Source: an optimization exercise on an open RTL-to-GDS flow (aim: small area and a short achievable clock period). Production flows keep margins and buffers that such runs may drop. Function was checked by simulation only, so behaviour that the tests miss may differ from the original. Power is estimated from default activity; no workload was simulated.

==> flow/design.v (excerpt) <==
module timerTop (
  input  wire                       CPUbus,
  input  wire                       arstN,
  input  wire                       hSel,
  input  wire [32-1:0]        hAddr,
  input  wire [1:0]                 hTrans,
  input  wire                       hWrite,
  input  wire [32-1:0]       hWdata,
  input  wire                       hReady,
  input  wire [2:0]                 evnt,
  output logic [32-1:0]      hRdata,
  output logic                      hReadyOut,
  output logic                      hResp,
  output logic [2-1:0]  pwm,
  output logic                      intr
);
clock: 5.5 ns
lec_check: 0
cap_margin: 20
core_margin: 2
core_utilization: 50
cts_cluster_diameter: 80
cts_cluster_size: 24
setup_slack_margin: 2.5
slew_margin: 20
tns_end_percent: 5
standard.sh (not shown) runs the stock make flow with config.mk's settings and CLKGATE_MAP_FILE= SYNTH_SCRIPT=/design/flow/synth_recipe.tcl, a recipe that flattens the netlist after the stock synthesis.
==> flow/flow/run.sh <==
#!/bin/bash
# Own layout flow: the standard flow, step by step, with the standard
# synthesis unchanged. The only difference from the standard layout is that
# every input and output port is buffered with a plain buf_2 instead of the
# buffer cell buffer_ports would otherwise pick. Each step's full output goes
# to its own log file here; ORFS also keeps its per-step logs under orfs/logs.
set -euo pipefail
export BUFFER_PORTS_ARGS="-buffer_cell sky130_fd_sc_hd__buf_2"
for step in synth floorplan place cts route finish; do
  bash standard.sh "$step" > "$step.log" 2>&1
done
The first run passed the timing, design-rule and antenna checks.
==> next run, changes <==
Settings changed: GPL_ROUTABILITY_DRIVEN set to 0.
Effect: Sequential share of layout area stays the same. Utilization is unchanged. Combinational power hardly moves. Die area does not change. Worst hold slack stays the same. Cell area stays the same. Wire length is unchanged. Via count does not change. Clock power is about the same. Count of clock-buffer cells in the layout does not change.


Another version of the RTL of timerTop (not shown whole).
For scale: roughly 2,000 cells after synthesis, ~370 flip-flops, roughly 110 I/O pins, ~20,000 um2 of cells after synthesis.
clock: 5.5 ns
lec_check: 0
cap_margin: 20
core_margin: 2
core_utilization: 60
setup_slack_margin: 2.5
slew_margin: 20
tns_end_percent: 10
run.sh (not shown) runs the stock make flow with config.mk's settings and CLKGATE_MAP_FILE= SYNTH_SCRIPT=/design/flow/synth_recipe.tcl, a recipe that flattens the netlist after the stock synthesis.
Stock flow here: none of the scripts above is used.
The first run finished clean.
Change:
CORE_UTILIZATION = 50   (was 60)
CTS_CLUSTER_DIAMETER = 50   (was default)
CTS_CLUSTER_SIZE = 26   (was default)
=> Synthesized area is unchanged; via count came out lower by about 2.7%; power came out higher by about 4.3%; fmax came out higher by 3.8%; die area came out higher by about 20%; non-clock buffer count came out lower by 3.


## the previous run
Starting RTL as in the previous note.
export LEC_CHECK = 0
export CAP_MARGIN = 20
export CORE_MARGIN = 2
export CORE_UTILIZATION = 50
export CTS_CLUSTER_DIAMETER = 60
export CTS_CLUSTER_SIZE = 20
export SETUP_SLACK_MARGIN = 2.5
export SLEW_MARGIN = 20
export TNS_END_PERCENT = 10
create_clock -name core_clock -period 5.5 [get_ports {CPUbus}]
standard.sh (not shown) runs the stock make flow with config.mk's settings and CLKGATE_MAP_FILE= SYNTH_SCRIPT=/design/flow/synth_recipe.tcl, a recipe that flattens the netlist after the stock synthesis.
==> flow/flow/run.sh <==
#!/bin/bash
# Own layout flow: the standard flow (standard synthesis unchanged), with
# every input and output port buffered by a plain buf_2 instead of the buffer
# cell buffer_ports would pick by itself. Each tool's output goes to its own
# log file here; ORFS keeps its per-step logs under orfs/logs.
set -euo pipefail
export BUFFER_PORTS_ARGS="-buffer_cell sky130_fd_sc_hd__buf_2"
bash standard.sh synth > synth.log 2>&1
bash standard.sh finish > layout.log 2>&1
The previous run: no failed stages, no open violations at the end
Here is what was changed in the inputs of the current run compared with the previous run.
- a deleted CTS_CLUSTER_DIAMETER that had been 60
- a change of CORE_UTILIZATION from 50 to 45
- a change of SETUP_SLACK_MARGIN from 2.5 to 2.7
- a deleted CTS_CLUSTER_SIZE that had been 20
==> flow/run.sh (new file) <==
#!/bin/bash
# synth_recipe.tcl (not shown) runs the flow's synth.tcl, then flattens the netlist and writes it again
# the make line also repeats each setting of config.mk as NAME=value (left out here)
make -C /OpenROAD-flow-scripts/flow DESIGN_CONFIG=/design/flow/config.mk WORK_HOME=/design/flow/orfs CLKGATE_MAP_FILE= SYNTH_SCRIPT=/design/flow/synth_recipe.tcl finish
removed: flow/flow/run.sh
removed: flow/standard.sh
==> notes.md <==
Going from the previous run to the current run, peak fanout along the critical path lower, utilization decreased 3.8 points, count of non-CTS buffers in the layout +about 12%, area used by multi-input combinational logic increased by 0.89% relative to the old numbers, logic depth of the worst setup path including buffers moved up.
Compared with the previous run, in the current run total design power went up about 3.5%; floorplan die area went up 11%.

-- separate check: timing with driven ports --
In the flow no input, the clock included, has a driving cell. The finished layouts below were timed again as built, in two steps.
Step 1, drivers: a clkbuf_16 drives CPUbus and a buf_2 each remaining input, both assumed.
Step 2 moves the port delays by t, midway between the first and last clock arrival at a register: inputs arrive t later, outputs are due t later. That takes back most of the time a late clock gives input paths.
Slacks: ideal ports / drivers / drivers and shift; pairs: ideal ports / drivers.
| run | t, ns | setup WS [ns] | worst setup path after step 2 |
|---|---|---|---|
| the first run of note 1 | 0.619 | 2.481 / 2.423 / 2.290 | input to register |
| the second run of note 1 | 0.619 | 2.481 / 2.423 / 2.290 | input to register |
| the first run of note 2 | 0.609 | 2.287 / 2.229 / 2.042 | input to register |
| the second run of note 2 | 0.628 | 2.405 / 2.349 / 2.066 | input to register |
| the previous run | 0.615 | 2.387 / 2.331 / 2.253 | input to register |
| the current run | 0.635 | 2.364 / 2.306 / 1.855 | input to register |
After both steps every run listed still meets setup and hold. For the current run, which loses most, drivers alone change the setup slack by -0.058 ns; drivers and shift together by -0.509 ns.
